This is an optimization exercise on Yosys and OpenROAD, whose aim is small area, a short achievable clock period and few clock cycles, not a production implementation.
In this exercise RTL edits were held to simulation tests only and were not proved equivalent to the original.
Power is estimated from default activity; no workload was simulated.

==> flow/design.v <==
module instruction_cache #(
   parameter int ADDR_W         = 32,
   parameter int DATA_W         = 32,
   parameter int LINES          = 16,
   parameter int WORDS_PER_LINE = 4
) (
   input  logic              clock,
   input  logic              reset,
   input  logic [ADDR_W-1:0] pc_addr,
   input  logic              pc_valid,
   output logic [DATA_W-1:0] instruction_out,
   output logic              stall,
   input  logic              flush,
   output logic              mem_req,
   output logic [ADDR_W-1:0] mem_addr,
   input  logic              mem_ack,
   input  logic [DATA_W-1:0] mem_rdata,
   output logic [31:0]       hit_count,
   output logic [31:0]       miss_count
);
   localparam int WORD_W = $clog2(WORDS_PER_LINE);
   localparam int IDX_W  = $clog2(LINES);
   localparam int OFF_W  = 2 + WORD_W;
   localparam int TAG_W  = ADDR_W - OFF_W - IDX_W;
   localparam int LINE_W = ADDR_W - OFF_W;
   localparam int WA_W   = ADDR_W - 2;
   logic [LINES-1:0]   valid_r;
   logic [TAG_W-1:0]   tag_r  [LINES];
   logic [DATA_W-1:0]  data_r [LINES][WORDS_PER_LINE];
   logic               av_r;       
   logic [LINE_W-1:0]  al_r;       
   logic [WORD_W-1:0]  aw_r;       
   logic [LINE_W-1:0]  anl_r;      
   logic [DATA_W-1:0]  d_r;        
   logic               v_r;        
   logic               aeq_r;      
   logic               rf_act_r;
   logic [LINE_W-1:0]  rf_line_r;
   logic [WORD_W-1:0]  rf_word_r;
   logic [WORD_W-1:0]  rf_n_r;
   logic               rf_abort_r;
   logic [31:0]        hit_r;
   logic [31:0]        miss_r;
   logic               w3_s;
   logic               str_s;
   logic               sel_nl_s;
   logic [LINE_W-1:0]  rd_line_s;
   logic [WORD_W-1:0]  rd_word_s;
   logic [LINE_W-1:0]  sq_line_s;
   logic [WORD_W-1:0]  sq_word_s;
   logic               pc_rf_s;
   logic [DATA_W-1:0]  rd_data_s;
   logic               rd_hit_s;
   logic               eq_s;
   logic               mispred_s;
   logic               fwd_s;
   logic               done_s;
   logic               rf_ack_s;
   logic               rf_last_s;
   logic               rf_free_s;
   logic               rf_load_s;
   logic               rf_start_s;
   logic [IDX_W-1:0]   rf_idx_s;
   logic               unused_byte_bits_s;
   assign unused_byte_bits_s = ^pc_addr[1:0];
   assign w3_s      = (aw_r == WORD_W'(WORDS_PER_LINE - 1));
   assign str_s     = rf_act_r && aeq_r;
   assign sel_nl_s  = v_r ? w3_s : str_s;
   assign sq_line_s = sel_nl_s ? anl_r : al_r;
   assign sq_word_s = v_r ? (aw_r + WORD_W'(1)) : (str_s ? WORD_W'(0) : aw_r);
   assign rd_line_s = mispred_s ? pc_addr[ADDR_W-1:OFF_W] : sq_line_s;
   assign rd_word_s = mispred_s ? pc_addr[OFF_W-1:2] : sq_word_s;
   logic [LINES-1:0]          rd_lsel_s;
   logic [WORDS_PER_LINE-1:0] rd_wsel_s;
   logic [LINES-1:0]          pc_lsel_s;
   logic [WORDS_PER_LINE-1:0] pc_wsel_s;
   logic [LINES-1:0]          sq_lsel_s;
   logic [WORDS_PER_LINE-1:0] sq_wsel_s;
   logic [TAG_W-1:0]          rd_tag_s;
   logic                      rd_valid_s;
   always_comb begin
      rd_lsel_s  = '0;
      rd_wsel_s  = '0;
      pc_lsel_s  = '0;
      pc_wsel_s  = '0;
      sq_lsel_s  = '0;
      sq_wsel_s  = '0;
      pc_lsel_s[pc_addr[OFF_W +: IDX_W]]   = 1'b1;
      pc_wsel_s[pc_addr[OFF_W-1:2]]        = 1'b1;
      sq_lsel_s[sq_line_s[IDX_W-1:0]]      = 1'b1;
      sq_wsel_s[sq_word_s]                 = 1'b1;
      rd_lsel_s  = mispred_s ? pc_lsel_s : sq_lsel_s;
      rd_wsel_s  = mispred_s ? pc_wsel_s : sq_wsel_s;
      rd_data_s  = '0;
      rd_tag_s   = '0;
      rd_valid_s = 1'b0;
      for (int i = 0; i < LINES; i++) begin
         rd_tag_s   = rd_tag_s | ({TAG_W{rd_lsel_s[i]}} & tag_r[i]);
         rd_valid_s = rd_valid_s | (rd_lsel_s[i] & valid_r[i]);
         for (int w = 0; w < WORDS_PER_LINE; w++) begin
            rd_data_s = rd_data_s | ({DATA_W{rd_lsel_s[i] & rd_wsel_s[w]}} & data_r[i][w]);
         end
      end
   end
   assign rd_hit_s  = rd_valid_s && (rd_tag_s == rd_line_s[LINE_W-1:IDX_W]);
   assign eq_s      = pc_valid && av_r && (pc_addr[ADDR_W-1:2] == {al_r, aw_r});
   assign mispred_s = pc_valid && !eq_s;
   assign fwd_s     = mem_ack && str_s && (aw_r == rf_word_r);
   assign done_s    = eq_s && (v_r || fwd_s);
   assign stall     = !done_s;
   assign instruction_out = v_r ? d_r : mem_rdata;
   assign rf_idx_s   = rf_line_r[IDX_W-1:0];
   assign rf_ack_s   = rf_act_r && mem_ack;
   assign rf_last_s  = (rf_n_r == WORD_W'(WORDS_PER_LINE - 1));
   assign rf_free_s  = !rf_act_r || (mem_ack && rf_last_s);
   assign pc_rf_s    = (pc_addr[ADDR_W-1:OFF_W] == rf_line_r);
   assign rf_load_s  = rf_free_s;
   assign rf_start_s = rf_free_s && !rd_hit_s &&
                       (mispred_s ? !(rf_act_r && pc_rf_s) : (av_r && !v_r));
   assign mem_req    = rf_act_r;
   assign mem_addr   = {rf_line_r, rf_word_r, 2'b00};
   assign hit_count  = hit_r;
   assign miss_count = miss_r;
   always_ff @(posedge clock or negedge reset) begin
      if (!reset) begin
         av_r       <= 1'b0;
         v_r        <= 1'b0;
         aeq_r      <= 1'b0;
         valid_r    <= '0;
         rf_act_r   <= 1'b0;
         rf_n_r     <= '0;
         rf_abort_r <= 1'b0;
         hit_r      <= 32'd0;
         miss_r     <= 32'd0;
      end else begin
         if (done_s) begin
            hit_r <= hit_r + 32'd1;
            v_r   <= v_r && rd_hit_s && !flush;
         end else if (mispred_s) begin
            av_r  <= 1'b1;
            v_r   <= rd_hit_s && !flush;
         end else if (!v_r) begin
            v_r   <= rd_hit_s && !str_s && !flush;
         end else if (flush) begin
            v_r   <= 1'b0;
         end
         if (rf_load_s) begin
            aeq_r <= mispred_s || ((done_s && w3_s) == sel_nl_s);
         end else if (mispred_s) begin
            aeq_r <= pc_rf_s;
         end else if (done_s && w3_s) begin
            aeq_r <= (anl_r == rf_line_r);
         end
         if (rf_act_r && (rf_n_r == '0)) begin
            valid_r[rf_idx_s] <= 1'b0;
         end
         if (rf_ack_s) begin
            rf_n_r <= rf_n_r + WORD_W'(1);
            if (rf_last_s) begin
               miss_r <= miss_r + 32'd1;
               if (!rf_abort_r) valid_r[rf_idx_s] <= 1'b1;
            end
         end
         if (rf_act_r && flush) rf_abort_r <= 1'b1;
         if (rf_free_s) begin
            rf_act_r   <= rf_start_s;
            rf_n_r     <= '0;
            rf_abort_r <= 1'b0;
         end
         if (flush) valid_r <= '0;
      end
   end
   always_ff @(posedge clock) begin
      if (done_s) begin
         aw_r <= aw_r + WORD_W'(1);
         if (w3_s) begin
            al_r  <= anl_r;
            anl_r <= anl_r + LINE_W'(1);
         end
         d_r  <= rd_data_s;
      end else if (mispred_s) begin
         al_r  <= pc_addr[ADDR_W-1:OFF_W];
         aw_r  <= pc_addr[OFF_W-1:2];
         anl_r <= pc_addr[ADDR_W-1:OFF_W] + LINE_W'(1);
         d_r   <= rd_data_s;
      end else if (!v_r) begin
         d_r  <= rd_data_s;
      end
   end
   always_ff @(posedge clock) begin
      if (rf_act_r) begin
         data_r[rf_idx_s][rf_word_r] <= mem_rdata;
         tag_r[rf_idx_s]             <= rf_line_r[LINE_W-1:IDX_W];
      end
      if (rf_ack_s) begin
         rf_word_r <= rf_word_r + WORD_W'(1);
      end
      if (rf_load_s) begin
         rf_line_r <= rd_line_s;
         rf_word_r <= rd_word_s;
      end
   end
endmodule
==> flow/run.sh <==
#!/bin/bash
# synth_recipe.tcl (not shown) runs the flow's synth.tcl, then flattens the netlist and writes it again
# the make line also repeats each setting of config.mk as NAME=value (left out here)
make -C /OpenROAD-flow-scripts/flow DESIGN_CONFIG=/design/flow/config.mk WORK_HOME=/design/flow/orfs CLKGATE_MAP_FILE= SYNTH_SCRIPT=/design/flow/synth_recipe.tcl finish
==> flow/config.mk <==
export PLATFORM = sky130hd
export DESIGN_NAME = instruction_cache
export DESIGN_NICKNAME = instruction_cache
export VERILOG_FILES = /design/flow/design.v
export SDC_FILE = /design/flow/constraint.sdc
export NUM_CORES = 4
export LEC_CHECK = 0
export ABC_CLOCK_PERIOD_IN_PS = 4000
export CAP_MARGIN = 20
export CORE_MARGIN = 2
export CORE_UTILIZATION = 60
export SETUP_SLACK_MARGIN = 3.8
export SLEW_MARGIN = 20
==> flow/constraint.sdc <==
create_clock -name core_clock -period 8.0 [get_ports {clock}]
set_input_delay 1.6000 -clock core_clock [delete_from_list [all_inputs] [get_ports {clock}]]
set_output_delay 1.6000 -clock core_clock [all_outputs]
set_load 0.01 [all_outputs]
==> run_results.csv <==
group,metric,value,unit
sta,setup_slack,2.96,ns
power_and_ir_drop,ir_drop,0.253,mV
synthesis,ys.warnings.count,1,
finish,drive_above_1_share,26.0,%
critical_path,cp_max_fo,8,
drt,wl_per_cell,46.3,um
critical_path,cp-end-kind,"flip-flop",
status,outcome,"no timing/DRC/antenna violations",
sta,holdWs,0.461,ns
synthesis,syn-cell-area,99000,um^2
floorplan,die-width,410,um
floorplan,rows,149,
power_and_ir_drop,total_power,32.2,mW
grt,antenna_found_initial,33,
critical_path,critPathArrivalTime,5.87,ns
synthesis,synth_edf_count,2552,
power_and_ir_drop,p_leak,40.9,nW
synthesis,synthDominantAreaCellType,"edfxtp_1",
job,maxCapViolations,0,
placement,pre_cts_ws,0.812,ns
clock_network,cts_buffers,280,
placement,dpl.cell_count,8066,
drt,vias,69800,
placement,place_congestion,0.942,
synthesis,ys_ff_latch,2639,
finish,nNetsFinal,6712,
sta,finalMaxSlewViolations,0,
clock_network,cts_root_buf,"clkbuf_16",
hold_path,hp-start,"miss_r[31]",
drt,initialDrtViolationCount,15600,
grt,grt_pass1_vias,63000,
placement,portBuffers,194,
sta,fin_crit,5.04,ns
floorplan,dieArea,168000,um^2
placement,hpwlAfterDp,222000,um
finish,final_cells,9020,
synthesis,yosysSeqAreaShare,79.6,%
power_and_ir_drop,combPwrFrac,12.7,%
sta,grt_setup_unrepaired,"true",
drt,vias_per_cell,7.74,
critical_path,cp-startpoint,"pc_addr[14]",
drt,wl,418000,um
synthesis,synthFlopType,"edfxtp_1",
sta,setup_viol,0,
sta,hold_viol,0,
hold_path,min_path_type,"reg2reg",
synthesis,syn_inst,5654,
synthesis,syn_area_per_cell,17.5,um^2
power_and_ir_drop,power.density,261,nW/um^2
power_and_ir_drop,clkPwrFrac,37.8,%
floorplan,die_h,410,um
synthesis,synthTopCellsByArea,"edfxtp_1 77%, a22oi_1 4.6%, dfrtp_1 2.2%",
power_and_ir_drop,switchingPower,8.18,mW
sta,fin_skew,0.0559,ns
clock_network,cts_max_path_buffers,4,
drt,drc,0,
drt,firstDrtPassIters,11,
synthesis,synth.distinct_cells,80,
floorplan,coreArea,164000,um^2
floorplan,ios,199,
sta,slew_headroom,13.6,%
synthesis,synth_async_sr_flop_share,3.30,%
clock_network,cts_tree,"done",
grt,grtUsageTotal,49.2,%
critical_path,crit_type,"in2reg",
critical_path,critPathLaunchType,"primary input",
power_and_ir_drop,seqPwrFrac,49.6,%
placement,dpl_cell_area,107000,um^2
clock_network,cts-htree-levels,5,
clock_network,clkSinkCount,2639,
critical_path,regToRegStartpoint,"v_r",
sta,tightestPinTransition,1.30,ns
floorplan,initial_utilization,60.2,%
power_and_ir_drop,p_int,24.0,mW
finish,syn2layout_area_growth,24.5,%
power_and_ir_drop,switching_share,25.4,%
sta,finalCritPeriodShare,63.0,%
clock_network,clk_pin_slew_worst_paths,0.06,ns
finish,design_area,123000,um^2
grt,grt_start_max_net_pins,66,
sta,tns,0,ns
critical_path,crit_required,8.83,ns
clock_network,insertion_delay,0.96,ns
clock_network,hold_buffers,0,
drt,ant_nets,0,
sta,fmax,199,MHz
grt,grt_pass1_wl,548000,um
finish,fin_util,75.0,%
grt,grt_overflow,0,
synthesis,synth_top_area_share,77.4,%
[placed cells by master, fill, tap and decap left out, types with 18 or more instances in the layout]
cell type | Yosys | routed
clkbuf_1 | 214 | 67
mux2i_1 | 38 | 21
a222oi_1 | 166 | 166
nand2_1 | 216 | 207
dfrtp_1 | 87 | 86
and2_1 | 21 | 20
clkbuf_16 | 0 | 284
a21oi_1 | 36 | 31
edfxtp_1 | 2552 | 2552
a22oi_2 | 0 | 50
nand3_1 | 148 | 133
mux2_4 | 0 | 29
xnor2_1 | 103 | 102
a221oi_2 | 0 | 69
buf_2 | 35 | 44
inv_1 | 45 | 40
mux2_2 | 53 | 24
xor2_1 | 103 | 77
a22o_1 | 165 | 164
a22oi_1 | 609 | 559
buf_4 | 3 | 509
buf_8 | 0 | 28
clkinv_1 | 0 | 59
buf_16 | 0 | 19
nor2_1 | 220 | 115
diode_2 | 0 | 20
buf_6 | 5 | 122
nor3_2 | 3 | 28
nor4_4 | 0 | 18
and3_1 | 32 | 29
nor3_1 | 60 | 21
buf_12 | 0 | 134
xor2_2 | 0 | 22
a221oi_1 | 165 | 84
clkdlybuf4s50_1 | 0 | 97
nand4_1 | 203 | 203
a31oi_1 | 31 | 28
clkinv_2 | 0 | 33
nor2_4 | 0 | 100
[cell usage after synthesis (all sizes together), types with 45 or more instances]
cell / n
mux2: 53
xor2: 103
nand3: 148
edfxtp: 2552
xnor2: 103
clkbuf: 215
nand4: 205
a221oi: 165
nand2: 216
inv: 45
a22o: 165
a222oi: 166
nor3: 64
buf: 89
nor2: 220
nor4: 49
dfrtp: 87
a22oi: 609
[routing by layer]
layer / up-vias / wire, um / track usage [%] / share of wire (%)
met5: - / 621 / 1.03 / 0.15
met4: 42 / 32300 / 28.9 / 7.7
met3: 1763 / 78400 / 21.3 / 19
met2: 7695 / 171000 / 67.6 / 41
met1: 34800 / 135000 / 65.3 / 32
li1: 25500 / - / - / -
[power by group through the flow]
stage          sequential [mW]  clock (mW)  combinational [mW]
6_report                  15.9        12.2                4.07
4_1_cts                   16.0        12.1                3.70
2_1_floorplan             16.2           0                1.43
3_5_place_dp              16.3           0                3.05
5_1_grt                   16.0        12.6                4.08
3_3_place_gp              16.3           0                3.03
[path summary, 6_finish.rpt]
check / cells after the start / to / slack [ns]
min in group asynchronous: 1 / valid_r[7] / 0.66
min: 1 / miss_r[31] / 0.46
min reg2reg: 1 / miss_r[31] / 0.46
max in group asynchronous: 2 / miss_r[9] / 6.17
max reg2reg: 18 / v_r / 2.97
max: 16 / v_r / 2.96
[layout make-up]
class                           instances  area (um^2)
Antenna cell                           20         50.0
Clock buffer                          353         7370
Clock inverter                        112          856
Fill cell                            9802        41100
Inverter                               45          186
Multi-Input combinational cell       2673        22700
Sequential cell                      2639        78800
Tap cell                             2189         2740
Timing Repair Buffer                  989        10600
[critical path: stages]
cell	delay, ns
buf_4	0.14
xor2_2	0.16
nor4_4	0.41
nand4_4	0.20
o21ai_4	0.26
buf_6	0.15
buf_12	0.15
mux2_4	0.42
buf_4	0.24
a222oi_1	0.41
nand4_1	0.19
nor4_2	0.34
xnor2_1	0.11
a2111o_1	0.42
or4_4	0.54
o22ai_2	0.10
[registers in the layout (all words and copies together), names as in the netlist, 2 cells and up]
register and count:
rf_word_r 2, al_r 28, d_r 32, data_r 2048, miss_r 32, anl_r 28, aw_r 2, rf_line_r 28
valid_r 16, hit_r 32, rf_n_r 2, tag_r 384
[cell families after synthesis]
| family | Yosys count | synth area share [%] |
|---|---|---|
| XOR/XNOR | 206 | 1.82 |
| flip-flops | 2639 | 79.6 |
| adder cells (fa/ha/maj) | 15 | 0.189 |
| other | 1 | 0.00379 |
| buffers and inverters | 349 | 1.42 |
| AO/OA/AOI/OAI | 1312 | 10.7 |
| multiplexers | 92 | 1.00 |
| AND/OR/NAND/NOR | 1040 | 5.34 |
[what timing repair did]
item	CTS	global route
cloned	28	1
buffers inserted	355	84
pin swaps	231	151
resized for setup	822	153
setup endpoints to repair	211	80
Testbench counts, summed over its fixed seeds: cycles 42,619.

==> re-timing with driven ports <==
Ports are ideal in the flow. The routed layout listed here was re-timed in OpenROAD. Step 1 (the two cells are an assumption about what drives the block):
set clk [get_ports {clock}]
set_driving_cell -lib_cell sky130_fd_sc_hd__clkbuf_16 $clk
set_driving_cell -lib_cell sky130_fd_sc_hd__buf_2 [delete_from_list [all_inputs] $clk]
Step 2 times the ports against the registers' clock, not the clock port: input delays grow and output delays shrink by t, the midpoint of the rising clock arrivals with the driver on. Slacks: no drivers / after step 1 / after step 2; pairs: no drivers / after step 1.
t (ns): 1.020
setup WS [ns]: 2.962 / 2.973 / 2.012
worst register clock-pin slew, ns: 0.07 / 0.07
After both steps this run still meets setup and hold. The setup slack of this run moves by +0.011 ns with the drivers and by -0.950 ns with both steps.
